What follows belongs to an exercise in optimizing a design on an open flow for small area; a production flow would make more cautious choices.
At most, simulation tests tie the RTL to the original design; equivalence was not proved.
For runs 1 to 4, only the layout was checked, not whether the RTL still works.

[flow/design.v]
`default_nettype none
package mlp_pkg;
    typedef logic [16-1:0] word_t;
    typedef enum logic [1:0] {
        SEG_SHR2,
        SEG_SHR3,
        SEG_SHR5,
        SEG_ONE
    } sig_seg_e;
    typedef enum logic [2-1:0] {
        REG_X1     = 2'd0,
        REG_X2_GO  = 2'd1,
        REG_STATUS = 2'd2
    } wb_reg_e;
endpackage
`default_nettype wire
`timescale 1ns/10ps
`default_nettype none
module mlp_top (
    input  logic                  clk,
    input  logic                  rst,
    input  logic                  wb_cyc,
    input  logic                  wb_stb,
    input  logic                  wb_we,
    input  logic [2-1:0] wb_adr,
    input  mlp_pkg::word_t        wb_dat_i,
    output mlp_pkg::word_t        wb_dat_o,
    output logic                  wb_ack,
    output logic                  result_valid,
    output mlp_pkg::word_t        sig_value,
    output logic                  class_out
);
    logic [15:0] x1, x2;
    logic [7:0]  cnt;
    logic [1:0]  adr_q;
    logic [3:0]  vld;
    logic        access, launch;
    assign access = wb_cyc && wb_stb && !wb_ack;
    assign launch = access && wb_we && (wb_adr == 2'd1);
    always_ff @(posedge clk)
    begin
        if (rst)
        begin
            wb_ack       <= 1'b0;
            x1           <= '0;
            x2           <= '0;
            cnt          <= '0;
            vld          <= '0;
            result_valid <= 1'b0;
        end
        else
        begin
            wb_ack       <= access;
            vld          <= {vld[2:0], launch};
            result_valid <= vld[3];
            if (access && wb_we && wb_adr == 2'd0)
                x1 <= wb_dat_i;
            if (launch)
            begin
                x2  <= wb_dat_i;
                cnt <= cnt + 1'b1;
            end
        end
    end
    always_ff @(posedge clk)
    begin
        if (access)
            adr_q <= wb_adr;
    end
    always_comb
    begin
        case (adr_q)
            2'd0:    wb_dat_o = x1;
            2'd1:    wb_dat_o = x2;
            2'd2:    wb_dat_o = {8'h00, cnt};
            default: wb_dat_o = '0;
        endcase
    end
    function automatic logic [15:0] relu(input logic [15:0] v);
        relu = v[15] ? '0 : v;
    endfunction
    function automatic logic [31:0] csa(input logic [15:0] p, input logic [15:0] q, input logic [15:0] r);
        logic [15:0] k;
        k = (p & q) | (p & r) | (q & r);
        csa = {k[14:0], 1'b0, p ^ q ^ r};
    endfunction
    function automatic logic [15:0] add(input logic [15:0] p, input logic [15:0] q);
        logic [15:0] g, t;
        g = p & q;
        t = p ^ q;
        for (int d = 1; d < 16; d = d * 2)
            for (int i = 2 * d - 1; i < 16; i += 2 * d)
            begin
                g[i] = g[i] | (t[i] & g[i - d]);
                t[i] = t[i] & t[i - d];
            end
        for (int d = 4; d >= 1; d = d / 2)
            for (int i = 3 * d - 1; i < 16; i += 2 * d)
            begin
                g[i] = g[i] | (t[i] & g[i - d]);
                t[i] = t[i] & t[i - d];
            end
        add = (p ^ q) ^ {g[14:0], 1'b0};
    endfunction
    function automatic logic [15:0] add7(input logic [15:0] v);
        logic [15:0] r;
        logic        k;
        r[2:0] = v[2:0] - 3'd1;
        k = |v[2:0];
        for (int i = 3; i < 16; i++)
        begin
            r[i] = v[i] ^ k;
            k = k & v[i];
        end
        add7 = r;
    endfunction
    function automatic logic [15:0] add3(input logic [15:0] p, input logic [15:0] q, input logic [15:0] r);
        logic [31:0] s;
        s = csa(p, q, r);
        add3 = add(s[15:0], s[31:16]);
    endfunction
    function automatic logic [15:0] add4(input logic [15:0] p, input logic [15:0] q, input logic [15:0] r,
                                         input logic [15:0] w);
        logic [31:0] s, u;
        s = csa(p, q, r);
        u = csa(s[15:0], s[31:16], w);
        add4 = add(u[15:0], u[31:16]);
    endfunction
    logic [15:0] a_raw, b_raw, c_raw;
    logic [14:0] a_q, b_q, c_q;
    assign a_raw = add(~x1, ~x2);
    assign b_raw = add( x1, ~x2);
    assign c_raw = add(~x1,  x2);
    always_ff @(posedge clk)
    begin
        a_q <= a_raw[15] ? '0 : a_raw[14:0];
        b_q <= b_raw[15] ? '0 : b_raw[14:0];
        c_q <= c_raw[15] ? '0 : c_raw[14:0];
    end
    logic        ph;
    logic [15:0] a, b, c, c2, c4;
    logic [15:0] z, um, ut, u2, u3, u4;
    logic [15:0] acc_s, acc_c, fb_s, fb_c;
    logic [31:0] l0, l1, l2, l3, l4;
    assign ph = vld[1];
    assign a  = {1'b0, a_q};
    assign b  = {1'b0, b_q};
    assign c  = {1'b0, c_q};
    assign c2 = {c_q, 1'b0};
    assign c4 = {c_q[13:0], 2'b00};
    always_comb
    begin
        z  = add4(a, b, ph ? ~c2 : ~c4, ph ? 16'hFFFD : 16'hFFFC);
        um = relu(z);
        ut = relu(~add7(z));
        if (ph)
            ut = ut << 1;
        u2 = relu(add4(a, a << 1, b, ph ? ~c2 - 16'd2 : 16'hFFFE));
        if (ph)
            u2 = u2 << 1;
        u3 = relu(add4(a, ph ? ~b : b, c2, 16'hFFFE));
        u4 = relu(add4(~a, ph ? b : ~b, 16'hFFFD, 16'h0000));
    end
    assign fb_s = ph ? '0 : acc_s;
    assign fb_c = ph ? '0 : acc_c;
    always_comb
    begin
        l0 = csa(fb_s, fb_c, um);
        l1 = csa(u2, u3, u4);
        l2 = csa(l0[15:0], l0[31:16], l1[15:0]);
        l3 = csa(l2[15:0], l2[31:16], l1[31:16]);
        l4 = csa(l3[15:0], l3[31:16], ut);
    end
    always_ff @(posedge clk)
    begin
        acc_s <= l4[15:0];
        acc_c <= l4[31:16];
    end
    logic [15:0] s;
    logic [9:0]  e_d, e_q;
    assign s = add(acc_s, acc_c);
    always_comb
    begin
        if (s < 16'd1024)
            e_d = {2'b00, s[9:2]};
        else if (s < 16'd2432)
            e_d = 10'((s >> 3) + 16'd128);
        else if (s < 16'd5120)
            e_d = 10'((s >> 5) + 16'd352);
        else
            e_d = 10'd512;
    end
    always_ff @(posedge clk)
    begin
        e_q <= e_d;
    end
    assign sig_value = {5'b00000, e_q[9], ~e_q[9], e_q[8:0]};
    assign class_out = |e_q;
endmodule
`default_nettype wire
[flow/run.sh]
#!/bin/bash
# synth_recipe.tcl (not shown) runs the flow's synth.tcl, then flattens the netlist and writes it again
# the make line also repeats each setting of config.mk as NAME=value (left out here)
make -C /OpenROAD-flow-scripts/flow DESIGN_CONFIG=/design/flow/config.mk WORK_HOME=/design/flow/orfs CLKGATE_MAP_FILE= SYNTH_SCRIPT=/design/flow/synth_recipe.tcl finish
[flow/config.mk]
export PLATFORM = sky130hd
export DESIGN_NAME = mlp_top
export DESIGN_NICKNAME = mlp_top
export VERILOG_FILES = /design/flow/design.v
export SDC_FILE = /design/flow/constraint.sdc
export NUM_CORES = 4
export LEC_CHECK = 0
export CAP_MARGIN = 20
export CORE_MARGIN = 2
export CORE_UTILIZATION = 40
export SLEW_MARGIN = 20
[flow/constraint.sdc]
create_clock -name core_clock -period 7.0 [get_ports {clk}]
set_input_delay 1.4000 -clock core_clock [delete_from_list [all_inputs] [get_ports {clk}]]
set_output_delay 1.4000 -clock core_clock [all_outputs]
set_load 0.01 [all_outputs]
==> metrics.md, run 1 <==
| Metric | Value |
|---|---|
| Worst R2R End | `acc_s[6]` |
| Mapped Cells | `1617` |
| Syn Area/Cell | `9.111 um2` |
| # DRC | `0` |
| Core Region | `36430 um2` |
| Min Tclk post-route | `6.631 ns` |
| Gr ovfl total | `0` |
| Hold WC Path Type | `flop to flop` |
| CP max stage cell | `fa_1` |
| Reg-to-reg startpoint | `c_q[0]` |
| First-pass GRT wire length | `52000 um` |
| N_diodes | `0` |
| Die H | `195.9 um` |
| Post-synth cell types | `62` |
| Initial Utilization | `40.44%` |
| Row cnt | `70` |
| Dpl ws | `0.1804 ns` |
| Hold endpoint | `result_valid` |
| Critical path class | `flop to flop` |
| Area grow syn2layout | `11.53%` |
| Setup WS post-layout | `0.3688 ns` |
| DP Area | `15740 um2` |
| Routed WL per cell | `14.25 um` |
| Synth Flop Type | `dfxtp_1` |
| Post-layout net count | `2050` |
| Count leader, synth | `inv_1` |
| Largest area contributor in the netlist | `fa_1` |
| Worst skew pair latency | `0.44 ns` |
| Synth warnings | `1` |
| Layer with the highest usage | `met2` |
| Crit share post-route | `94.73%` |
| Die area | `38380 um2` |
| Initial DRC count | `333` |
| Endpoints failing hold | `0` |
| Fillcell total | `3554` |
| Clock Tree Buf Depth | `2` |
| Routing usage on met2 | `28.83%` |
| TritonCTS buffer count | `17` |
| Slew headroom | `39.03%` |
| M1 GR Usage | `21.96%` |
| Root Driver | `clkbuf_16` |
| Startpoint types | `flop` |
| Status | `no timing/DRC/antenna violations` |
| Cell mode on critical path | `fa_1` |
| Hold path depth | `1` |
| Vias in the first global route | `10770` |
| Flops & latches, synth | `134` |
| Setup slack, reg-to-reg | `0.37 ns` |
| Actual slew at the worst max-slew pin | `0.9080 ns` |
| RD Place Congestion | `0.8271` |
| Met3 GRT Util | `2.407%` |
| Largest incremental delay on the critical path | `0.54 ns` |
| Total Routed Length | `30500 um` |
| Worst path arrival time | `6.94 ns` |
| Clock-pin slew on the worst setup and hold paths | `0.07 ns` |
| All-Layer GR Usage | `16.77%` |
| Cell area after layout | `16430 um2` |
| Clock Skew | `0.01479 ns` |
| Cell area after synthesis | `14730 um2` |
| Port bufs | `52` |
| Layout cell share with drive strength beyond 1 | `5.263%` |
| Pins Over Slew Limit | `0` |
| DPL Wire Length | `25890 um` |
| Ports | `58` |
| Top cells by area, synth | `fa_1 25%, dfxtp_1 18%, ha_1 16%, inv_1 8.5%, xnor2_1 4.2%` |
| Min-delay src | `vld[3]` |
| CTS tree | `built` |
| Hold WS | `0.4456 ns` |
| Post-synth EDFFs | `2` |
| Vias | `10060` |
| Drt pass-1 iters | `5` |
| Vias per cell | `4.702` |
| CP max FO | `11` |
| Final setup fails | `0` |
| Synth top cells by count | `334 x inv_1, 184 x fa_1, 184 x ha_1` |
| Num Clock Sinks | `134` |
| Antenna viol nets, final | `0` |
| Cell Chain, Critical Path | `inv_1, o21ai_1, fa_1, ha_1, inv_1, ha_1, a21o_1, a21o_1, a2111oi_4, or3_1, o21ai_1, a31o_2, fa_1, xor2_2, xnor2_2, xor2_2, buf_4, nor2_1, fa_1, inv_1, fa_1, fa_1, inv_1, fa_1` |
| Die X-Extent | `195.9 um` |
| Fmax | `150.8 MHz` |
| Sequential area share after synthesis | `18.34%` |
| Worst EP required | `7.31 ns` |
| R2R depth | `24` |
| Crit. End Element | `flop` |
| Max_cap viols | `0` |
| Initial antenna violation count | `0` |
| Largest net degree at the start of global routing | `87` |
| Post-synth top area share | `25.00%` |
| H-tree levels | `4` |
| Ys async rst share | `0%` |
per-layer routing:
layer  vias up  share of wire, %  wire (um)
li1       5082                 -          -
met1      4815                48      14700
met2       134                47      14460
met3        32               2.3        712
met4         0               2.1        630
met5         -                 0          0
worst max-delay path: cells and delay by family (launching register included):
family	cells	cell delay, ns
adder cells (fa/ha/maj)	8	3.43
AND/OR/NAND/NOR	2	0.27
buffers and inverters	5	0.47
flip-flops	1	0.39
XOR/XNOR	3	0.56
AO/OA/AOI/OAI	6	1.37
per-stage QoR:
step | std cells | util (%) | setup TNS (ns)
floorplan | 1621 | - | 0
global placement | 2104 | 43.18 | 0
detailed placement | 2105 | 43.21 | 0
CTS | 2137 | 44.89 | 0
global route | 2140 | 45.10 | -0.007302
finish | 2140 | 45.10 | 0
cell usage in the layout, fill, tap and decap left out, drive strengths merged, types with 12 or more instances in the layout:
| cell type | synthesis | routed |
|---|---|---|
| inv | 334 | 338 |
| ha | 184 | 184 |
| xor2 | 40 | 40 |
| fa | 184 | 184 |
| and2 | 27 | 27 |
| dfxtp | 132 | 132 |
| clkbuf | 30 | 19 |
| nor3 | 19 | 19 |
| buf | 22 | 19 |
| nor2 | 145 | 145 |
| o21ai | 39 | 39 |
| nor2b | 55 | 55 |
| a21o | 20 | 20 |
| mux2i | 41 | 41 |
| a21oi | 66 | 66 |
| o21a | 13 | 13 |
| xnor2 | 73 | 73 |
| clkdlybuf4s50 | 0 | 52 |
| a211oi | 12 | 12 |
| nand2b | 24 | 24 |
| nand2 | 78 | 78 |
state kept, by name, summed over array words and instances, names as in the netlist:
register,cells
e_q,10
acc_c,15
wb_ack,1
a_q,15
acc_s,16
cnt,8
c_q,15
x2,16
vld,4
x1,16
result_valid,1
b_q,15
adr_q,2
final cells by class:
| class | count | area [um2] | area share [%] |
|---|---|---|---|
| clock inverter | 13 | 170.2 | 1.036 |
| clock buffer | 19 | 442.9 | 2.696 |
| inverter | 334 | 1254 | 7.630 |
| multi-input combinational | 1101 | 10600 | 64.50 |
| sequential | 134 | 2706 | 16.47 |
| timing repair buffer | 71 | 674.4 | 4.104 |
| tap | 468 | 585.6 | 3.564 |
kinds of logic (layout without fill, tap and decap cells):
kind of cell	Yosys count	count (layout)	share of synthesized area, %
other	1	5	0.02545
buffers and inverters	386	437	10.12
and+or+nand+nor	391	391	12.80
adders and majority gates	368	368	40.63
muxes	41	41	2.786
xor gates and xnor gates	114	114	7.083
DFF	134	134	18.34
AOI/OAI and AO/OA	182	182	8.212
repair_timing:
| action | CTS | global route |
|---|---|---|
| buffers inserted | 0 | 3 |
| hold buffers | 0 | 0 |
| setup endpoints to repair | 0 | 26 |
| gates resized for setup | 0 | 8 |
how the worst max path moves through the flow:
stage	endpoint	from	slack [ns]	cells after the start
finish	acc_s[6]	c_q[0]	0.37	24
global route	acc_s[6]	c_q[0]	-0.007	24
CTS	acc_s[4]	a_q[1]	0.17	22
detailed placement	acc_s[3]	a_q[1]	0.18	22
global placement	acc_s[3]	a_q[0]	0.29	22
floorplan	acc_s[11]	vld[1]	0.03	27
==> run 2, diff against run 1 <==
--- a/flow/config.mk
+++ b/flow/config.mk
@@ -7,5 +7,6 @@
 export LEC_CHECK = 0
 export CAP_MARGIN = 20
 export CORE_MARGIN = 2
-export CORE_UTILIZATION = 40
+export CORE_UTILIZATION = 70
+export PLACE_DENSITY = 0.75
 export SLEW_MARGIN = 20
==> run 2 against run 1 <==
Effect of this change:
- synthesized cell count stayed put
- clock-buffer cell count shrank 2
- fmax shrank 1.5%
- largest cell class unchanged
==> metrics.md, run 2 <==
| Metric | Value |
|---|---|
| Status | `no timing/DRC/antenna violations (unchanged)` |
| CP max FO | `11 (unchanged)` |
| Pins Over Slew Limit | `0 (unchanged)` |
| Core Region | `20820 um2 (was 36430 um2)` |
| TritonCTS buffer count | `17 (unchanged)` |
| # DRC | `0 (unchanged)` |
| Post-synth cell types | `62 (unchanged)` |
| Cell count after placement | `1908 (was 2105)` |
| Clock Skew | `0.01322 ns (was 0.01479 ns)` |
| Actual slew at the worst max-slew pin | `1.082 ns (was 0.9080 ns)` |
| Mapped Cells | `1617 (unchanged)` |
| Total Routed Length | `29490 um (was 30500 um)` |
| Max_cap viols | `0 (unchanged)` |
| Largest registers | `acc_s (16), x1 (16), x2 (16) (unchanged)` |
| Slew headroom | `27.63% (was 39.03%)` |
| Top cells by area, synth | `fa_1 25%, dfxtp_1 18%, ha_1 16%, inv_1 8.5%, xnor2_1 4.2% (unchanged)` |
| Worst path arrival time | `7.05 ns (was 6.94 ns)` |
| Hold endpoint | `vld[3] (was result_valid)` |
| Critical path class | `flop to flop (unchanged)` |
| Cell Chain, Critical Path | `inv_1, o21ai_0, fa_1, ha_1, inv_1, ha_1, a21o_1, a21o_1, a2111oi_4, or3_1, o21ai_1, a31o_2, fa_1, xor2_2, xnor2_2, xor2_2, buf_4, nor2_1, fa_1, inv_1, fa_1, fa_1, inv_1, fa_1 (was inv_1, o21ai_1, fa_1, ha_1, inv_1, ha_1, a21o_1, a21o_1, a2111oi_4, or3_1, o21ai_1, a31o_2, fa_1, xor2_2, xnor2_2, xor2_2, buf_4, nor2_1, fa_1, inv_1, fa_1, fa_1, inv_1, fa_1)` |
| Startpoint types | `flop (unchanged)` |
| Drt pass-1 iters | `5 (unchanged)` |
| Initial DRC count | `297 (was 333)` |
| Final cell count without fillers | `1942 (was 2140)` |
| Worst EP required | `7.32 ns (was 7.31 ns)` |
| Row cnt | `53 (was 70)` |
| CP max stage cell | `fa_1 (unchanged)` |
| Die X-Extent | `149.1 um (was 195.9 um)` |
| Antenna viol nets, final | `0 (unchanged)` |
| H-tree levels | `4 (unchanged)` |
| Count leader, synth | `inv_1 (unchanged)` |
| Commonest non-fill, non-tap cell in the layout | `inv_1 (unchanged)` |
| Die area | `22220 um2 (was 38380 um2)` |
| Initial Utilization | `70.75% (was 40.44%)` |
| Crit share post-route | `96.15% (was 94.73%)` |
| Met3 GRT Util | `3.211% (was 2.407%)` |
| Hold path depth | `1 (unchanged)` |
| Syn Area/Cell | `9.111 um2 (unchanged)` |
| Setup slack, reg-to-reg | `0.27 ns (was 0.37 ns)` |
| Largest net degree at the start of global routing | `89 (was 87)` |
| Worst R2R End | `acc_s[4] (was acc_s[6])` |
| Area grow syn2layout | `9.528% (was 11.53%)` |
| Min Tclk post-route | `6.730 ns (was 6.631 ns)` |
| Vias per cell | `5.251 (was 4.702)` |
| Root Driver | `clkbuf_16 (unchanged)` |
| Routed WL per cell | `15.18 um (was 14.25 um)` |
| Gr ovfl total | `0 (unchanged)` |
| Clock-pin slew on the worst setup and hold paths | `0.08 ns (was 0.07 ns)` |
| Endpoints failing hold | `0 (unchanged)` |
| First-pass GRT wire length | `49510 um (was 52000 um)` |
| DPL Wire Length | `24240 um (was 25890 um)` |
| Post-synth top area share | `25.00% (unchanged)` |
| RD Place Congestion | `0.8666 (was 0.8271)` |
| Reg-to-reg startpoint | `c_q[0] (unchanged)` |
| Fmax | `148.6 MHz (was 150.8 MHz)` |
| Ys async rst share | `0% (unchanged)` |
| Largest incremental delay on the critical path | `0.53 ns (was 0.54 ns)` |
| Die H | `149.1 um (was 195.9 um)` |
| Fillcell total | `1470 (was 3554)` |
| Num Clock Sinks | `134 (unchanged)` |
| Port bufs | `52 (unchanged)` |
| RSZ-0062 raised after global routing | `no` |
| Vias | `10200 (was 10060)` |
| Initial antenna violation count | `0 (unchanged)` |
| Hold WC Path Type | `flop to flop (unchanged)` |
| Largest area contributor in the netlist | `fa_1 (unchanged)` |
| Min-delay src | `vld[2] (was vld[3])` |
| Layout cell share with drive strength beyond 1 | `5.159% (was 5.263%)` |
| Layer with the highest usage | `met2 (unchanged)` |
| R2R depth | `24 (unchanged)` |
| Routing usage on met2 | `50.23% (was 28.83%)` |
| Crit. End Element | `flop (unchanged)` |
| Synth Flop Type | `dfxtp_1 (unchanged)` |
| Clock Tree Buf Depth | `2 (unchanged)` |
| Post-synth EDFFs | `2 (unchanged)` |
| Synth warnings | `1 (unchanged)` |
| Post-layout net count | `2045 (was 2050)` |
| M1 GR Usage | `34.88% (was 21.96%)` |
| Sequential area share after synthesis | `18.34% (unchanged)` |
| Vias in the first global route | `10800 (was 10770)` |
| Final setup fails | `0 (unchanged)` |
| Ports | `58 (unchanged)` |
| CTS tree | `built (unchanged)` |
| Flops & latches, synth | `134 (unchanged)` |
| Cell area after synthesis | `14730 um2 (unchanged)` |
| Worst Setup SP | `c_q[0] (unchanged)` |
| N_diodes | `0 (unchanged)` |
| Most frequent cells in the layout | `334 x inv_1, 184 x fa_1, 184 x ha_1 (unchanged)` |
| All-Layer GR Usage | `27.96% (was 16.77%)` |
| Worst skew pair latency | `0.44 ns (about the same)` |
| Synth top cells by count | `334 x inv_1, 184 x fa_1, 184 x ha_1 (unchanged)` |
| Cell mode on critical path | `fa_1 (unchanged)` |
==> run 2: worst max path at each step <==
stage / endpoint / slack (ns) / cells past startpoint
3_5_place_dp: acc_s[15] / -0.27 / 27
5_1_grt: acc_s[8] / 0.007 / 24
2_1_floorplan: acc_s[11] / 0.03 / 27
6_report: acc_s[4] / 0.27 / 24
3_3_place_gp: acc_s[3] / -0.09 / 25
4_1_cts: acc_s[15] / 0.01 / 27
==> run 2: worst max-delay path, delay by kind of cell, from the launching register on <==
kind            cells  cell delay (ns)
simple gates        2             0.29
buf+inv             5             0.46
fa+ha+maj           8             3.43
flops               1             0.40
xor+xnor            3             0.56
compound gates      6             1.43
==> run 2: routing by layer <==
layer | vias to the layer above | wire length [um] | share of wire (%)
met3 | 52 | 716 | 2.4
li1 | 5073 | - | -
met1 | 4896 | 13150 | 45
met4 | 0 | 742 | 2.5
met5 | - | 0 | 0
met2 | 177 | 14880 | 50
==> run 2: area by class of cell <==
type	instances	area, um2	share of cell area (%)
clock buffer	17	425.4	2.636
inverter	334	1254	7.769
multi-input combinational	1101	10600	65.70
tap	275	344.1	2.132
clock inverter	15	176.4	1.093
sequential	134	2706	16.77
timing repair buffer	66	629.4	3.900
==> run 2: cell families after synthesis <==
logic type	share of synthesized area [%]
buf+inv	10.12
fa+ha+maj	40.63
xor+xnor	7.083
mux	2.786
other cells	0.02545
compound gates	8.212
simple gates	12.80
flops	18.34
==> run 2: metrics by stage <==
| step | instance area (um2) | hold slack [ns] | util, % | TNS [ns] | worst slack [ns] |
|---|---|---|---|---|---|
| after global routing | 16140 | 0.4750 | 77.50 | 0 | 0.006915 |
| after detailed placement | 15470 | 0.4380 | 74.29 | -4.283 | -0.2707 |
| after global placement | 15470 | 0.4171 | 74.29 | -0.9328 | -0.08630 |
| final | 16140 | 0.4496 | 77.50 | 0 | 0.2697 |
| after floorplan | 14750 | 0.4138 | - | 0 | 0.02631 |
| after CTS | 16080 | 0.4561 | 77.21 | 0 | 0.009686 |
==> run 2: timing repair <==
| item | in CTS | in global routing |
|---|---|---|
| endpoints found under the setup margin | 27 | 27 |
| buffers inserted | 0 | 2 |
| hold buffers | 0 | 0 |
| pin swaps | 1 | 2 |
| gates resized for setup | 1 | 7 |
| hold endpoints to repair | 0 | 0 |
==> run 3, diff against run 2 <==
--- a/flow/config.mk
+++ b/flow/config.mk
@@ -8,5 +8,8 @@
 export CAP_MARGIN = 20
 export CORE_MARGIN = 2
 export CORE_UTILIZATION = 70
+export CTS_BUF_LIST = sky130_fd_sc_hd__clkbuf_4 sky130_fd_sc_hd__clkbuf_8
+export CTS_CLUSTER_DIAMETER = 100
+export CTS_CLUSTER_SIZE = 30
 export PLACE_DENSITY = 0.75
 export SLEW_MARGIN = 20
==> run 3 against run 2 <==
Effect of this change:
- still clean
- largest cell class unchanged
- wire length down 2.2%
- register-to-register slack better by 0.03 ns
- first-iteration DRC count up 7.7%
- highest routed layer unchanged
- global-route usage down 0.47 points
- synthesized area unchanged
- utilization down 0.92 points
- via count down 0.55%
- synthesized cell count unchanged
- clock skew up 0.0081 ns
- cell area down 1.2%
==> metrics.md, run 3 <==
| Metric | Value |
|---|---|
| Largest family of logic cells by synthesized area | `adder cells (unchanged)` |
| Synth Flop Type | `dfxtp_1 (unchanged)` |
| Synth Area in Adders | `40.63% (unchanged)` |
| Slew headroom | `27.51% (was 27.63%)` |
| Crit share post-route | `95.78% (was 96.15%)` |
| Ys async rst share | `0% (unchanged)` |
| Most frequent cells in the layout | `334 x inv_1, 184 x fa_1, 184 x ha_1 (unchanged)` |
| Vias in the first global route | `10610 (was 10800)` |
| Pins Over Slew Limit | `0 (unchanged)` |
| # DRC | `0 (unchanged)` |
| Largest net degree at the start of global routing | `89 (unchanged)` |
| Drt pass-1 iters | `5 (unchanged)` |
| Clock Tree Buf Depth | `2 (unchanged)` |
| Hold WS | `0.4564 ns (was 0.4496 ns)` |
| CP max FO | `11 (unchanged)` |
| Port bufs | `52 (unchanged)` |
| Post-synth top area share | `25.00% (unchanged)` |
| H-tree levels | `4 (unchanged)` |
| Vias per cell | `5.222 (was 5.251)` |
| Crit. End Element | `flop (unchanged)` |
| Post-synth EDFFs | `2 (unchanged)` |
| Commonest non-fill, non-tap cell in the layout | `inv_1 (unchanged)` |
| Hold_buf cts | `0 (unchanged)` |
| Top cells by area, synth | `fa_1 25%, dfxtp_1 18%, ha_1 16%, inv_1 8.5%, xnor2_1 4.2% (unchanged)` |
| Cell area after synthesis | `14730 um2 (unchanged)` |
| All-Layer GR Usage | `27.48% (was 27.96%)` |
| DPL Wire Length | `24240 um (unchanged)` |
| Final cell count without fillers | `1942 (unchanged)` |
| Largest area contributor in the netlist | `fa_1 (unchanged)` |
| Synth warnings | `1 (unchanged)` |
| Count leader, synth | `inv_1 (unchanged)` |
| Endpoints failing hold | `0 (unchanged)` |
| Status | `no timing/DRC/antenna violations (unchanged)` |
| Fmax | `149.1 MHz (was 148.6 MHz)` |
| Clock-pin slew on the worst setup and hold paths | `0.11 ns (was 0.08 ns)` |
| Initial antenna violation count | `0 (unchanged)` |
| Post-synth cell types | `62 (unchanged)` |
| RD Place Congestion | `0.8666 (unchanged)` |
| Hold WC Path Type | `flop to flop (unchanged)` |
| Final setup fails | `0 (unchanged)` |
| Cell count after placement | `1908 (unchanged)` |
| Min Tclk post-route | `6.705 ns (was 6.730 ns)` |
| Synth top cells by count | `334 x inv_1, 184 x fa_1, 184 x ha_1 (unchanged)` |
| Worst path arrival time | `7.05 ns (about the same)` |
| Core Region | `20820 um2 (unchanged)` |
| Post-Synth XOR/XNOR Area | `7.083% (unchanged)` |
| Simple-Gate Fraction of Synth Area | `12.80% (unchanged)` |
| Post-layout net count | `2045 (unchanged)` |
| Worst skew pair latency | `0.48 ns (was 0.44 ns)` |
| Critical path class | `flop to flop (unchanged)` |
| Ports | `58 (unchanged)` |
| Area grow syn2layout | `8.229% (was 9.528%)` |
| Layout cell share with drive strength beyond 1 | `5.159% (unchanged)` |
| Largest registers | `acc_s (16), x1 (16), x2 (16) (unchanged)` |
| Root Driver | `clkbuf_8 (was clkbuf_16)` |
| Gr ovfl total | `0 (unchanged)` |
| Clock Skew | `0.02131 ns (was 0.01322 ns)` |
| Max_cap viols | `0 (unchanged)` |
| Mux contribution to synthesized area | `2.786% (unchanged)` |
| Routed WL per cell | `14.85 um (was 15.18 um)` |
| Fillcell total | `1516 (was 1470)` |
| Initial DRC count | `320 (was 297)` |
| Num Clock Sinks | `134 (unchanged)` |
| Antenna viol nets, final | `0 (unchanged)` |
| Die area | `22220 um2 (unchanged)` |
| Sequential area share after synthesis | `18.34% (unchanged)` |
| Worst EP required | `7.35 ns (was 7.32 ns)` |
| First-pass GRT wire length | `48600 um (was 49510 um)` |
| Synth Area in Compound Gates | `8.212% (unchanged)` |
| Syn Area/Cell | `9.111 um2 (unchanged)` |
| Die X-Extent | `149.1 um (unchanged)` |
| Mapped Cells | `1617 (unchanged)` |
| Flops & latches, synth | `134 (unchanged)` |
| Die H | `149.1 um (unchanged)` |
| Row cnt | `53 (unchanged)` |
| N_diodes | `0 (unchanged)` |
| CTS tree | `built (unchanged)` |
| Actual slew at the worst max-slew pin | `1.084 ns (was 1.082 ns)` |
| Vias | `10140 (was 10200)` |
| Total Routed Length | `28830 um (was 29490 um)` |
| Initial Utilization | `70.75% (unchanged)` |
| Startpoint types | `flop (unchanged)` |
| TritonCTS buffer count | `17 (unchanged)` |
-- run 3: changes by cell type in the layout (fill, tap and decap cells not counted) --
cell / delta
clkbuf_16: -17
clkbuf_8: +17
-- run 3: area by class of cell --
| class | count | area (um2) | area share [%] |
|---|---|---|---|
| Clock buffer | 17 | 234.0 | 1.467 |
| Clock inverter | 15 | 176.4 | 1.106 |
| Inverter | 334 | 1254 | 7.863 |
| Multi-Input combinational cell | 1101 | 10600 | 66.49 |
| Sequential cell | 134 | 2706 | 16.97 |
| Tap cell | 275 | 344.1 | 2.158 |
| Timing Repair Buffer | 66 | 629.4 | 3.947 |
-- run 3: worst paths after layout --
path	endpoint	slack, ns	depth (start not counted)	from
hold reg to reg	vld[3]	0.46	1	vld[2]
hold / removal	vld[3]	0.46	1	vld[2]
setup / recovery	acc_s[8]	0.30	24	c_q[0]
setup reg to reg	acc_s[8]	0.30	24	c_q[0]
-- run 3: logic make-up after synthesis --
family                     count (synthesis)
muxes                                     41
buffers and inverters                    386
xor gates and xnor gates                 114
adders and majority gates                368
and+or+nand+nor                          391
AOI/OAI and AO/OA                        182
DFF                                      134
other                                      1
-- run 3: metrics by stage --
| stage | utilization, % | cell area, um2 | worst slack, ns | setup TNS, ns |
|---|---|---|---|---|
| after floorplan | - | 14750 | 0.02631 | 0 |
| after global placement | 74.29 | 15470 | -0.08630 | -0.9328 |
| after detailed placement | 74.29 | 15470 | -0.2707 | -4.283 |
| final | 76.58 | 15950 | 0.2952 | 0 |
| after CTS | 76.29 | 15890 | 0.01815 | 0 |
| after global routing | 76.58 | 15950 | -0.003574 | -0.003574 |
-- run 3: routing by layer --
| layer | vias up | GRT usage [%] | share of wire (%) |
|---|---|---|---|
| met5 | - | 0 | 0 |
| met4 | 0 | 9.048 | 2.1 |
| met3 | 52 | 3.731 | 2.9 |
| met2 | 187 | 49.19 | 50 |
| met1 | 4832 | 34.38 | 45 |
| li1 | 5071 | - | - |
-- run 3: timing repair --
item | CTS | global route
buffers inserted | 0 | 2
cloned | 0 | 0
gates resized for setup | 1 | 7
endpoints found under the setup margin | 27 | 27
pin swaps | 1 | 2
-- run 3: critical path, cell delays in order, from the launching register on --
cell	delay (ns)
dfxtp_1	0.41
inv_1	0.09
o21ai_0	0.21
fa_1	0.46
ha_1	0.33
inv_1	0.05
ha_1	0.27
a21o_1	0.18
a21o_1	0.23
a2111oi_4	0.40
or3_1	0.20
o21ai_1	0.12
a31o_2	0.28
fa_1	0.45
xor2_2	0.18
xnor2_2	0.22
xor2_2	0.17
buf_4	0.22
nor2_1	0.08
fa_1	0.54
inv_1	0.05
fa_1	0.45
fa_1	0.49
inv_1	0.05
fa_1	0.44
==> run 4, diff against run 3 <==
--- a/flow/design.v
+++ b/flow/design.v
@@ -84,10 +84,11 @@
         k = (p & q) | (p & r) | (q & r);
         csa = {k[14:0], 1'b0, p ^ q ^ r};
     endfunction
-    function automatic logic [15:0] add(input logic [15:0] p, input logic [15:0] q);
-        logic [15:0] g, t;
+    function automatic logic [31:0] add2c(input logic [15:0] p, input logic [15:0] q);
+        logic [15:0] g, t, h;
         g = p & q;
         t = p ^ q;
+        h = t;
         for (int d = 1; d < 16; d = d * 2)
             for (int i = 2 * d - 1; i < 16; i += 2 * d)
             begin
@@ -100,7 +101,12 @@
                 g[i] = g[i] | (t[i] & g[i - d]);
                 t[i] = t[i] & t[i - d];
             end
-        add = (p ^ q) ^ {g[14:0], 1'b0};
+        add2c = {h ^ {g[14:0] | t[14:0], 1'b1}, h ^ {g[14:0], 1'b0}};
+    endfunction
+    function automatic logic [15:0] add(input logic [15:0] p, input logic [15:0] q);
+        logic [31:0] r;
+        r = add2c(p, q);
+        add = r[15:0];
     endfunction
     function automatic logic [15:0] add7(input logic [15:0] v);
         logic [15:0] r;
@@ -126,16 +132,19 @@
         u = csa(s[15:0], s[31:16], w);
         add4 = add(u[15:0], u[31:16]);
     endfunction
-    logic [15:0] a_raw, b_raw, c_raw;
+    logic [31:0] sa, sbc;
+    logic [15:0] fa, b_raw, e;
     logic [14:0] a_q, b_q, c_q;
-    assign a_raw = add(~x1, ~x2);
-    assign b_raw = add( x1, ~x2);
-    assign c_raw = add(~x1,  x2);
-    always_ff @(posedge clk)
-    begin
-        a_q <= a_raw[15] ? '0 : a_raw[14:0];
+    assign sa    = add2c(x1, x2);
+    assign fa    = sa[31:16];
+    assign sbc   = add2c(x1, ~x2);
+    assign b_raw = sbc[15:0];
+    assign e     = sbc[31:16];
+    always_ff @(posedge clk)
+    begin
+        a_q <= fa[15] ? ~fa[14:0] : '0;
         b_q <= b_raw[15] ? '0 : b_raw[14:0];
-        c_q <= c_raw[15] ? '0 : c_raw[14:0];
+        c_q <= e[15] ? ~e[14:0] : '0;
     end
     logic        ph;
     logic [15:0] a, b, c, c2, c4;
==> run 4 against run 3 <==
Effect of this change:
- global-route usage grew 0.20 points
- utilization up 1.6 points
- die area decreased by 1.8%
- synthesized cell count is 1.5% higher
- highest routed layer unchanged
- cell area decreased by 0.76%
- critical endpoint unchanged
==> metrics.md, run 4 <==
| Metric | Value |
|---|---|
| Status | `no timing/DRC/antenna violations (unchanged)` |
| Vias | `10430 (was 10140)` |
| H-tree levels | `4 (unchanged)` |
| Critical path class | `flop to flop (unchanged)` |
| CP max FO | `8 (was 11)` |
| Largest registers | `acc_s (16), x1 (16), x2 (16) (unchanged)` |
| Synth warnings | `1 (unchanged)` |
| TritonCTS buffer count | `17 (unchanged)` |
| RD Place Congestion | `0.8879 (was 0.8666)` |
| Clock Skew | `0.03591 ns (was 0.02131 ns)` |
| Port bufs | `52 (unchanged)` |
| Post-layout net count | `2061 (was 2045)` |
| Flops & latches, synth | `134 (unchanged)` |
| Top cells by area, synth | `fa_1 23%, dfxtp_1 18%, ha_1 15%, inv_1 8.7%, xnor2_1 4.3% (was fa_1 25%, dfxtp_1 18%, ha_1 16%, inv_1 8.5%, xnor2_1 4.2%)` |
| Crit share post-route | `96.15% (was 95.78%)` |
| Commonest non-fill, non-tap cell in the layout | `inv_1 (unchanged)` |
| Root Driver | `clkbuf_8 (unchanged)` |
| Clock-pin slew on the worst setup and hold paths | `0.09 ns (was 0.11 ns)` |
| N_diodes | `0 (unchanged)` |
| Die X-Extent | `147.7 um (was 149.1 um)` |
| Endpoints failing hold | `0 (unchanged)` |
| Initial antenna violation count | `0 (unchanged)` |
| Vias per cell | `5.279 (was 5.222)` |
| Worst EP required | `7.34 ns (was 7.35 ns)` |
| Max_cap viols | `0 (unchanged)` |
| Min Tclk post-route | `6.731 ns (was 6.705 ns)` |
| Post-synth cell types | `58 (was 62)` |
| Largest net degree at the start of global routing | `69 (was 89)` |
| Layout cell share with drive strength beyond 1 | `5.686% (was 5.159%)` |
| Cell area after layout | `15820 um2 (was 15950 um2)` |
| Initial Utilization | `71.45% (was 70.75%)` |
| # DRC | `0 (unchanged)` |
| Cell area after synthesis | `14460 um2 (was 14730 um2)` |
| Die H | `147.7 um (was 149.1 um)` |
| Sequential area share after synthesis | `18.69% (was 18.34%)` |
| First-pass GRT wire length | `49110 um (was 48600 um)` |
| Mapped Cells | `1642 (was 1617)` |
| Hold WC Path Type | `flop to flop (unchanged)` |
| DPL Wire Length | `24280 um (was 24240 um)` |
| DP Area | `15340 um2 (was 15470 um2)` |
| Synth Flop Type | `dfxtp_1 (unchanged)` |
| Fmax | `148.6 MHz (was 149.1 MHz)` |
| Clock Tree Buf Depth | `2 (unchanged)` |
| Routed WL per cell | `14.73 um (was 14.85 um)` |
| Post-synth EDFFs | `2 (unchanged)` |
| Syn Area/Cell | `8.805 um2 (was 9.111 um2)` |
| Ports | `58 (unchanged)` |
| Cell mode on critical path | `fa_1 (unchanged)` |
| Area grow syn2layout | `9.450% (was 8.229%)` |
| Worst skew pair latency | `0.48 ns (about the same)` |
| Antenna viol nets, final | `0 (unchanged)` |
| Most frequent cells in the layout | `334 x inv_1, 177 x ha_1, 168 x fa_1 (was 334 x inv_1, 184 x fa_1, 184 x ha_1)` |
| Worst path arrival time | `7.07 ns (was 7.05 ns)` |
| Post-synth top area share | `23.26% (was 25.00%)` |
| CP max stage cell | `fa_1 (unchanged)` |
| Largest area contributor in the netlist | `fa_1 (unchanged)` |
| Die area | `21820 um2 (was 22220 um2)` |
| Total Routed Length | `29100 um (was 28830 um)` |
| Count leader, synth | `inv_1 (unchanged)` |
| Final setup fails | `0 (unchanged)` |
| Pins Over Slew Limit | `0 (unchanged)` |
| Startpoint types | `flop (unchanged)` |
| Row cnt | `52 (was 53)` |
| Crit. End Element | `flop (unchanged)` |
| Drt pass-1 iters | `5 (unchanged)` |
| Cell count after placement | `1940 (was 1908)` |
| Final cell count without fillers | `1976 (was 1942)` |
| Vias in the first global route | `10850 (was 10610)` |
| Gr ovfl total | `0 (unchanged)` |
| Synth top cells by count | `334 x inv_1, 177 x ha_1, 168 x fa_1 (was 334 x inv_1, 184 x fa_1, 184 x ha_1)` |
| Slew headroom | `21.81% (was 27.51%)` |
| Largest incremental delay on the critical path | `0.54 ns (about the same)` |
| Actual slew at the worst max-slew pin | `1.171 ns (was 1.084 ns)` |
| Ys async rst share | `0% (unchanged)` |
| Num Clock Sinks | `134 (unchanged)` |
| Core Region | `20230 um2 (was 20820 um2)` |
| CTS tree | `built (unchanged)` |
| Initial DRC count | `346 (was 320)` |
| All-Layer GR Usage | `27.69% (was 27.48%)` |
## run 4: cells by family (layout without fill, tap and decap cells)
group | Yosys count | in the layout | synth area share (%)
compound gates | 182 | 182 | 7.798
xor+xnor | 122 | 123 | 7.391
fa+ha+maj | 345 | 345 | 38.58
buf+inv | 389 | 448 | 10.28
flops | 134 | 134 | 18.69
mux | 42 | 42 | 2.908
other cells | 1 | 5 | 0.02594
simple gates | 427 | 427 | 14.32
## run 4: metrics by stage
step | setup slack (ns) | hold slack [ns] | TNS, ns | util, %
2_1_floorplan | 0.04578 | 0.4138 | 0 | -
3_3_place_gp | 0.1527 | 0.4314 | 0 | 75.83
3_5_place_dp | -0.08516 | 0.4341 | -0.7203 | 75.83
4_1_cts | 0.02683 | 0.4467 | 0 | 77.66
5_1_grt | -0.02593 | 0.4581 | -0.02593 | 78.20
6_report | 0.2693 | 0.4427 | 0 | 78.20
## run 4: layer usage
metal / part of all wire, % / track usage [%] / up-vias
met5: 0 / 0 / -
met4: 1.3 / 5.865 / 0
met3: 2.2 / 2.623 / 29
met2: 51 / 51.56 / 162
met1: 45 / 35.01 / 5038
li1: - / - / 5203
## run 4: layout make-up
cell class / instances / area, um2
Timing Repair Buffer: 82 / 774.5
Sequential cell: 134 / 2710
Multi-Input combinational cell: 1124 / 10390
Tap cell: 270 / 337.8
Inverter: 334 / 1254
Fill cell: 1431 / 4410
Clock buffer: 18 / 241.5
Clock inverter: 14 / 117.6
## run 4: timing repair
action / in CTS / in global routing
pin swaps: 0 / 3
gates resized for setup: 1 / 16
hold buffers: 0 / 0
endpoints found under the setup margin: 19 / 29
gates cloned: 0 / 1
buffers inserted: 0 / 3
## run 4: final timing paths
path,startpoint,to,slack (ns),cells after the start
max reg2reg,c_q[0],acc_s[8],0.27,26
min reg2reg,vld[0],vld[1],0.44,1
max,c_q[0],acc_s[8],0.27,26
min,vld[0],vld[1],0.44,1
## run 4: critical path, delay by kind of cell, from the launching register on
family          cells  cell delay [ns]
simple gates        2             0.22
flops               1             0.37
compound gates      8             1.53
fa+ha+maj           8             3.44
buf+inv             5             0.37
xor+xnor            3             0.66
==> run 5, diff against run 4 <==
--- a/flow/design.v
+++ b/flow/design.v
@@ -120,6 +120,14 @@
         end
         add7 = r;
     endfunction
+    function automatic logic [15:0] add5(input logic [15:0] p, input logic [15:0] q, input logic [15:0] r,
+                                         input logic [15:0] w, input logic [15:0] v);
+        logic [31:0] s, u, x;
+        s = csa(p, q, r);
+        u = csa(s[15:0], s[31:16], w);
+        x = csa(u[15:0], u[31:16], v);
+        add5 = add(x[15:0], x[31:16]);
+    endfunction
     function automatic logic [15:0] add3(input logic [15:0] p, input logic [15:0] q, input logic [15:0] r);
         logic [31:0] s;
         s = csa(p, q, r);
@@ -134,7 +142,8 @@
     endfunction
     logic [31:0] sa, sbc;
     logic [15:0] fa, b_raw, e;
-    logic [14:0] a_q, b_q, c_q;
+    logic [14:0] a_q, p_q, b_q, c_q;
+    logic        fb_q, fc_q;
     assign sa    = add2c(x1, x2);
     assign fa    = sa[31:16];
     assign sbc   = add2c(x1, ~x2);
@@ -143,8 +152,9 @@
     always_ff @(posedge clk)
     begin
         a_q <= fa[15] ? ~fa[14:0] : '0;
-        b_q <= b_raw[15] ? '0 : b_raw[14:0];
-        c_q <= e[15] ? ~e[14:0] : '0;
+        p_q <= b_raw[15] ? ~e[14:0] : b_raw[14:0];
+        fb_q <= ~b_raw[15];
+        fc_q <= e[15];
     end
     logic        ph;
     logic [15:0] a, b, c, c2, c4;
@@ -152,6 +162,8 @@
     logic [15:0] acc_s, acc_c, fb_s, fb_c;
     logic [31:0] l0, l1, l2, l3, l4;
     assign ph = vld[1];
+    assign b_q = fb_q ? p_q : '0;
+    assign c_q = fc_q ? p_q : '0;
     assign a  = {1'b0, a_q};
     assign b  = {1'b0, b_q};
     assign c  = {1'b0, c_q};
@@ -164,7 +176,7 @@
         ut = relu(~add7(z));
         if (ph)
             ut = ut << 1;
-        u2 = relu(add4(a, a << 1, b, ph ? ~c2 - 16'd2 : 16'hFFFE));
+        u2 = relu(add5(a, a << 1, b, ph ? ~c2 : 16'h0000, 16'hFFFE));
         if (ph)
             u2 = u2 << 1;
         u3 = relu(add4(a, ph ? ~b : b, c2, 16'hFFFE));
--- a/flow/config.mk
+++ b/flow/config.mk
@@ -8,7 +8,7 @@
 export CAP_MARGIN = 20
 export CORE_MARGIN = 2
 export CORE_UTILIZATION = 70
-export CTS_BUF_LIST = sky130_fd_sc_hd__clkbuf_4 sky130_fd_sc_hd__clkbuf_8
+export CTS_BUF_LIST = sky130_fd_sc_hd__clkbuf_8
 export CTS_CLUSTER_DIAMETER = 100
 export CTS_CLUSTER_SIZE = 30
 export PLACE_DENSITY = 0.75
==> run 5 against run 4 <==
Effect of this change:
- register-to-register slack got worse by 0.02 ns
- critical path type unchanged
- global-route usage increased by 0.43 points
- largest cell class unchanged
- still clean on timing, DRC and antenna
- highest routed layer unchanged
- die area decreased by 1.8%
- via count decreased by 0.95%
- wire length decreased by 2.2%
- cell count decreased by 1.7%
- non-clock buffer count increased by 6
- clock skew decreased by 0.018 ns
- hold slack improved by 0.0092 ns
==> metrics.md, run 5 <==
| Metric | Value |
|---|---|
| CTS tree | `built (unchanged)` |
| Cell count after placement | `1906 (was 1940)` |
| Flops & latches, synth | `121 (was 134)` |
| Final setup fails | `0 (unchanged)` |
| Hold WS | `0.4520 ns (was 0.4427 ns)` |
| Mapped Cells | `1604 (was 1642)` |
| Dpl ws | `-0.1102 ns (was -0.08516 ns)` |
| Drt pass-1 iters | `4 (was 5)` |
| Vias per cell | `5.321 (was 5.279)` |
| Sequential area share after synthesis | `17.21% (was 18.69%)` |
| Post-synth EDFFs | `2 (unchanged)` |
| Largest area contributor in the netlist | `fa_1 (unchanged)` |
| Hold WC Path Type | `flop to flop (unchanged)` |
| Fmax | `148.2 MHz (was 148.6 MHz)` |
| First-pass GRT wire length | `49410 um (was 49110 um)` |
| Row cnt | `52 (unchanged)` |
| Post-layout net count | `2040 (was 2061)` |
| N_diodes | `0 (unchanged)` |
| Hold_buf cts | `0 (unchanged)` |
| CP max stage cell | `fa_1 (unchanged)` |
| Total Routed Length | `28450 um (was 29100 um)` |
| Critical path class | `flop to flop (unchanged)` |
| Clock Skew | `0.01755 ns (was 0.03591 ns)` |
| Syn Area/Cell | `8.846 um2 (was 8.805 um2)` |
| Final cell count without fillers | `1942 (was 1976)` |
| Initial antenna violation count | `0 (unchanged)` |
| Clock-pin slew on the worst setup and hold paths | `0.09 ns (about the same)` |
| Count leader, synth | `inv_1 (unchanged)` |
| Initial DRC count | `383 (was 346)` |
| Crit share post-route | `96.37% (was 96.15%)` |
| Vias | `10330 (was 10430)` |
| Setup slack, reg-to-reg | `0.25 ns (was 0.27 ns)` |
| Post-synth cell types | `68 (was 58)` |
| Num Clock Sinks | `121 (was 134)` |
| R2R depth | `28 (was 26)` |
| Min Tclk post-route | `6.746 ns (was 6.731 ns)` |
| Worst Setup SP | `fc_q (was c_q[0])` |
| Setup WS post-layout | `0.2540 ns (was 0.2693 ns)` |
| Largest incremental delay on the critical path | `0.54 ns (about the same)` |
| Synth warnings | `1 (unchanged)` |
| Actual slew at the worst max-slew pin | `0.9404 ns (was 1.171 ns)` |
| Clock Tree Buf Depth | `2 (unchanged)` |
| Pins Over Slew Limit | `0 (unchanged)` |
| DPL Wire Length | `23430 um (was 24280 um)` |
| Root Driver | `clkbuf_8 (unchanged)` |
| Synth Flop Type | `dfxtp_1 (unchanged)` |
| Ys async rst share | `0% (unchanged)` |
| TritonCTS buffer count | `17 (unchanged)` |
| # DRC | `0 (unchanged)` |
| Max_cap viols | `0 (unchanged)` |
| Worst skew pair latency | `0.47 ns (was 0.48 ns)` |
| Die H | `146.4 um (was 147.7 um)` |
| Vias in the first global route | `10880 (was 10850)` |
| Endpoints failing hold | `0 (unchanged)` |
| Initial Utilization | `70.80% (was 71.45%)` |
| Post-synth top area share | `23.84% (was 23.26%)` |
| Status | `no timing/DRC/antenna violations (unchanged)` |
| Layout cell share with drive strength beyond 1 | `6.459% (was 5.686%)` |
| Port bufs | `52 (unchanged)` |
| Top cells by area, synth | `fa_1 24%, dfxtp_1 17%, ha_1 17%, inv_1 8.4%, xnor2_1 4.0% (was fa_1 23%, dfxtp_1 18%, ha_1 15%, inv_1 8.7%, xnor2_1 4.3%)` |
| Worst EP required | `7.40 ns (was 7.34 ns)` |
| Area grow syn2layout | `9.912% (was 9.450%)` |
| All-Layer GR Usage | `28.12% (was 27.69%)` |
| Ports | `58 (unchanged)` |
| Crit. End Element | `flop (unchanged)` |
| H-tree levels | `4 (unchanged)` |
| Worst R2R End | `acc_s[15] (was acc_s[8])` |
| Largest net degree at the start of global routing | `90 (was 69)` |
| Core Region | `20040 um2 (was 20230 um2)` |
| Antenna viol nets, final | `0 (unchanged)` |
| Worst Setup EP | `acc_s[15] (was acc_s[8])` |
| Slew headroom | `37.31% (was 21.81%)` |
| Die X-Extent | `146.4 um (was 147.7 um)` |
| Min-delay src | `vld[2] (was vld[0])` |
| Gr ovfl total | `0 (unchanged)` |
| Startpoint types | `flop (unchanged)` |
| RD Place Congestion | `0.8667 (was 0.8879)` |
| Most frequent cells in the layout | `318 x inv_1, 189 x ha_1, 165 x fa_1 (was 334 x inv_1, 177 x ha_1, 168 x fa_1)` |
| Reg-to-reg startpoint | `fc_q (was c_q[0])` |
| Worst path arrival time | `7.14 ns (was 7.07 ns)` |
| CP max FO | `6 (was 8)` |
| Cell area after synthesis | `14190 um2 (was 14460 um2)` |
| Synth top cells by count | `319 x inv_1, 189 x ha_1, 169 x fa_1 (was 334 x inv_1, 177 x ha_1, 168 x fa_1)` |
| Commonest non-fill, non-tap cell in the layout | `inv_1 (unchanged)` |
| Routed WL per cell | `14.65 um (was 14.73 um)` |
| Die area | `21420 um2 (was 21820 um2)` |
| Largest registers | `acc_s (16), x1 (16), x2 (16) (unchanged)` |
## run 5: changes by cell type in the layout (fill, tap and decap cells not counted), sizes merged, moves of 12 or more
| cell | delta |
|---|---|
| nor3 | -15 |
| xor2 | -17 |
| nand2 | +30 |
| nor2 | -26 |
| inv | -13 |
| dfxtp | -13 |
| ha | +12 |
## run 5: through the flow
step                cell area (um2)  TNS (ns)  utilization [%]
global route                  15600  -0.08404            77.82
CTS                           15480         0            77.25
finish                        15600         0            77.82
floorplan                     14260         0                -
global placement              15070         0            75.21
detailed placement            15080   -0.3508            75.24
## run 5: timing repair
action	in CTS	in global routing
pin swaps	0	11
setup buffers	0	4
endpoints found under the setup margin	17	27
resized for setup	4	23
cloned	0	0
## run 5: how the worst min path moves through the flow
stage,endpoint,slack (ns),cells after the start
after floorplan,vld[1],0.41,1
after global placement,vld[1],0.42,1
after detailed placement,vld[3],0.43,1
after CTS,vld[3],0.46,1
after global routing,vld[3],0.46,1
final,vld[3],0.45,1
## run 5: per-layer routing
layer	track usage [%]	routed length, um	vias to the layer above
met5	0	0	-
met4	8.252	643	0
met3	3.750	757	43
met2	49.95	14330	167
met1	36.07	12720	4982
li1	-	-	5141
## run 5: layout make-up
| cell class | instances | area, um2 |
|---|---|---|
| timing repair buffer | 88 | 814.5 |
| inverter | 319 | 1197 |
| sequential | 121 | 2452 |
| multi-input combinational | 1112 | 10410 |
| fill | 1472 | 4444 |
| clock inverter | 15 | 151.4 |
| tap | 270 | 337.8 |
| clock buffer | 17 | 234.0 |
## run 5: critical path: cells and delay by family (launching register included)
| family | cells | cell delay (ns) |
|---|---|---|
| AO/OA/AOI/OAI | 5 | 1.28 |
| XOR/XNOR | 7 | 1.15 |
| adder cells (fa/ha/maj) | 7 | 2.95 |
| buffers and inverters | 3 | 0.27 |
| flip-flops | 1 | 0.37 |
| AND/OR/NAND/NOR | 6 | 0.66 |
## run 5: logic make-up (layout without fill, tap and decap cells)
family | Yosys count | count (layout) | share of synthesized area (%)
muxes | 42 | 42 | 2.963
buffers and inverters | 375 | 439 | 10.25
other | 1 | 5 | 0.02643
DFF | 121 | 121 | 17.21
xor gates and xnor gates | 105 | 105 | 6.931
AOI/OAI and AO/OA | 196 | 196 | 8.580
and+or+nand+nor | 406 | 406 | 13.53
adders and majority gates | 358 | 358 | 40.51
==> run 6, diff against run 5 <==
--- a/flow/config.mk
+++ b/flow/config.mk
@@ -8,8 +8,9 @@
 export CAP_MARGIN = 20
 export CORE_MARGIN = 2
 export CORE_UTILIZATION = 70
-export CTS_BUF_LIST = sky130_fd_sc_hd__clkbuf_8
+export CTS_BUF_LIST = sky130_fd_sc_hd__clkbuf_4 sky130_fd_sc_hd__clkbuf_8
 export CTS_CLUSTER_DIAMETER = 100
 export CTS_CLUSTER_SIZE = 30
+export GPL_TIMING_DRIVEN = 0
 export PLACE_DENSITY = 0.75
 export SLEW_MARGIN = 20
==> run 6 against run 5 <==
Effect of this change:
- critical endpoint is now acc_s[6]
- global-route usage up 4.0 points
- highest routed layer unchanged
- utilization up 3.8 points
- wire length up 17%
- critical path depth up 1
- the layout now fails its checks (setup timing)
==> metrics.md, run 6 <==
| Metric | Value |
|---|---|
| CP Depth | `29 (was 28)` |
| Clock Skew | `0.01597 ns (was 0.01755 ns)` |
| Status | `finished with violations (was no timing/DRC/antenna violations)` |
| CTS tree | `built (unchanged)` |
| Synth top cells by count | `319 x inv_1, 189 x ha_1, 169 x fa_1 (unchanged)` |
| Largest registers | `acc_s (16), x1 (16), x2 (16) (unchanged)` |
| Initial antenna violation count | `0 (unchanged)` |
| R2R depth | `29 (was 28)` |
| Largest incremental delay on the critical path | `0.58 ns (was 0.54 ns)` |
| Most frequent cells in the layout | `301 x inv_1, 182 x ha_1, 145 x fa_1 (was 318 x inv_1, 189 x ha_1, 165 x fa_1)` |
| Synth Area in Adders | `40.51% (unchanged)` |
| Gr ovfl total | `0 (unchanged)` |
| Flops & latches, synth | `121 (unchanged)` |
| Core Region | `20040 um2 (unchanged)` |
| Worst EP required | `7.37 ns (was 7.40 ns)` |
| Post-synth top area share | `23.84% (unchanged)` |
| Final core occ | `81.59% (was 77.82%)` |
| Reg area | `2451 um2 (was 2452 um2)` |
| Initial Utilization | `70.80% (unchanged)` |
| Clock Tree Buf Depth | `2 (unchanged)` |
| Synth warnings | `1 (unchanged)` |
| Hold WS | `0.4399 ns (was 0.4520 ns)` |
| Root Driver | `clkbuf_8 (unchanged)` |
| Drt pass-1 iters | `5 (was 4)` |
| Post-Synth XOR/XNOR Area | `6.931% (unchanged)` |
| TritonCTS buffer count | `17 (unchanged)` |
| Synth Flop Type | `dfxtp_1 (unchanged)` |
| Simple-Gate Fraction of Synth Area | `13.53% (unchanged)` |
| Post-synth cell types | `68 (unchanged)` |
| Die X-Extent | `146.4 um (unchanged)` |
| Post-synth EDFFs | `2 (unchanged)` |
| Clock-pin slew on the worst setup and hold paths | `0.09 ns (about the same)` |
| Synth Area in Compound Gates | `8.580% (unchanged)` |
| Crit share post-route | `101.8% (was 96.37%)` |
| Area grow syn2layout | `15.24% (was 9.912%)` |
| CP max FO | `5 (was 6)` |
| CP max stage cell | `fa_1 (unchanged)` |
| Setup slack, reg-to-reg | `-0.13 ns (was 0.25 ns)` |
| Hold WC Path Type | `flop to flop (unchanged)` |
| CP top delay family | `adder cells (unchanged)` |
| Commonest non-fill, non-tap cell in the layout | `inv_1 (unchanged)` |
| Total Routed Length | `33320 um (was 28450 um)` |
| Dpl ws | `-1.674 ns (was -0.1102 ns)` |
| Routed WL per cell | `16.70 um (was 14.65 um)` |
| Final setup fails | `15 (was 0)` |
| Layout violations | `setup timing` |
| Actual slew at the worst max-slew pin | `0.6803 ns (was 0.9404 ns)` |
| Die H | `146.4 um (unchanged)` |
| H-tree levels | `4 (unchanged)` |
| Worst path arrival time | `7.49 ns (was 7.14 ns)` |
| Area of the multi-input gates | `10670 um2 (was 10410 um2)` |
| Layout cell share with drive strength beyond 1 | `12.35% (was 6.459%)` |
| Reg-to-reg startpoint | `vld[1] (was fc_q)` |
| Crit. End Element | `flop (unchanged)` |
| Cell mode on critical path | `fa_1` |
| Endpoints failing hold | `0 (unchanged)` |
| Mapped Cells | `1604 (unchanged)` |
| Fillcell total | `1320 (was 1472)` |
| Largest net degree at the start of global routing | `17 (was 90)` |
| Ys async rst share | `0% (unchanged)` |
| All-Layer GR Usage | `32.16% (was 28.12%)` |
| Largest area contributor in the netlist | `fa_1 (unchanged)` |
| Syn Area/Cell | `8.846 um2 (unchanged)` |
| Setup WS post-layout | `-0.1271 ns (was 0.2540 ns)` |
| Critical path class | `flop to flop (unchanged)` |
| Vias per cell | `5.446 (was 5.321)` |
| Largest family of logic cells by synthesized area | `adder cells (unchanged)` |
| First-pass GRT wire length | `54450 um (was 49410 um)` |
| Fmax | `140.3 MHz (was 148.2 MHz)` |
| N_diodes | `0 (unchanged)` |
| Die area | `21420 um2 (unchanged)` |
| Vias | `10860 (was 10330)` |
| Worst Setup EP | `acc_s[6] (was acc_s[15])` |
| # DRC | `0 (unchanged)` |
| Max_cap viols | `0 (unchanged)` |
| Slew headroom | `54.34% (was 37.31%)` |
| Count leader, synth | `inv_1 (unchanged)` |
| Cell count after placement | `1929 (was 1906)` |
| Min Tclk post-route | `7.127 ns (was 6.746 ns)` |
| Worst skew pair latency | `0.49 ns (was 0.47 ns)` |
| Pins Over Slew Limit | `0 (unchanged)` |
| Antenna viol nets, final | `0 (unchanged)` |
| Initial DRC count | `417 (was 383)` |
| Buf/Inv on CP | `9 (was 3)` |
| Cell area after synthesis | `14190 um2 (unchanged)` |
| Top cells by area, synth | `fa_1 24%, dfxtp_1 17%, ha_1 17%, inv_1 8.4%, xnor2_1 4.0% (unchanged)` |
| Worst Setup SP | `vld[1] (was fc_q)` |
| Num Clock Sinks | `121 (unchanged)` |
| Sum of negative setup slack | `-1.128 ns (was 0 ns)` |
| RSZ-0062 raised after global routing | `yes` |
| Mux contribution to synthesized area | `2.963% (unchanged)` |
| Vias in the first global route | `11700 (was 10880)` |
| Ports | `58 (unchanged)` |
| Final cell count without fillers | `1995 (was 1942)` |
| Sequential area share after synthesis | `17.21% (unchanged)` |
| Worst R2R End | `acc_s[6] (was acc_s[15])` |
| RD Place Congestion | `0.8502 (was 0.8667)` |
| Port bufs | `51 (was 52)` |
| Row cnt | `52 (unchanged)` |
| DPL Wire Length | `26430 um (was 23430 um)` |
| Post-layout net count | `2093 (was 2040)` |
| Startpoint types | `flop (unchanged)` |
[run 6: cell counts after synthesis]
Identical to the previous run, type by type.
[run 6: cell families (layout without fill, tap and decap cells)]
group           after synthesis  in the layout
mux                          42             42
simple gates                406            406
fa+ha+maj                   358            358
flops                       121            121
xor+xnor                    105            105
compound gates              196            196
buf+inv                     375            492
other cells                   1              5
[run 6: worst register-to-register path: cells and delay by family, from the launching register on]
kind / cells / cell delay, ns
AO/OA/AOI/OAI: 6 / 1.46
XOR/XNOR: 3 / 0.58
adder cells (fa/ha/maj): 8 / 3.32
buffers and inverters: 9 / 1.00
flip-flops: 1 / 0.44
AND/OR/NAND/NOR: 3 / 0.24
[run 6: per-layer routing]
layer | vias to the layer above | wire length, um | share of wire (%) | GRT usage [%]
met1 | 5245 | 12930 | 39 | 36.09
met3 | 88 | 1390 | 4.2 | 4.125
met4 | 0 | 1619 | 4.9 | 16.84
met5 | - | 0 | 0 | 0
met2 | 283 | 17380 | 52 | 59.58
li1 | 5248 | - | - | -
[run 6: worst min path at each step]
stage | endpoint | from | cells after the start
after floorplan | vld[1] | vld[0] | 1
after CTS | vld[1] | vld[0] | 1
final | vld[1] | vld[0] | 1
after detailed placement | vld[1] | vld[0] | 1
after global routing | vld[1] | vld[0] | 1
after global placement | vld[3] | vld[2] | 1
[run 6: final cells by class]
cell class	count	share of cell area, %
plain buffers	54	2.770
clock buffers	17	1.431
clock inverters	15	0.9412
inverters	319	7.407
multi-input cells	1112	65.27
flip-flops and latches	121	14.99
well taps	270	2.066
repair buffers	87	5.127
[run 6: timing repair]
item / CTS / global route
hold buffers: 0 / 0
gates resized for setup: 99 / 59
endpoints found under the setup margin: 31 / 29
cloned: 1 / 0
buffers inserted: 22 / 14
pin swaps: 43 / 52
[run 6: stage by stage]
step | instance area, um2
after floorplan | 14260
after CTS | 16080
after global placement | 15110
after detailed placement | 15110
after global routing | 16350
final | 16350

==> afterwards: timing with drivers on the ports <==
No port has a modelled driver above. Below, the same layouts with a new extraction and two added sets of constraints.
Step 1, drivers: a clkbuf_16 drives clk and a buf_2 each remaining input, both assumed.
Step 2 times the ports against the registers' clock, not the clock port: input delays grow and output delays shrink by t, the midpoint of the rising clock arrivals with the driver on.
a / b / c = ideal ports / drivers / drivers and shift; a / b = the first two.
| run | t (ns) | slack for setup (ns) | hold slack, ns | slew at the worst register clock pin (ns) |
|---|---|---|---|---|
| run 1 | 0.482 | 0.369 / 0.369 / 0.369 | 0.446 / 0.446 / 0.446 | 0.07 / 0.07 |
| run 2 | 0.476 | 0.270 / 0.270 / 0.270 | 0.450 / 0.450 / 0.450 | 0.08 / 0.08 |
| run 3 | 0.514 | 0.295 / 0.295 / 0.295 | 0.456 / 0.456 / 0.456 | 0.11 / 0.11 |
| run 4 | 0.497 | 0.269 / 0.269 / 0.269 | 0.443 / 0.443 / 0.443 | 0.12 / 0.12 |
| run 5 | 0.506 | 0.254 / 0.254 / 0.254 | 0.452 / 0.452 / 0.452 | 0.10 / 0.10 |
| run 6 | 0.524 | -0.127 / -0.127 / -0.127 | 0.440 / 0.440 / 0.440 | 0.10 / 0.10 |
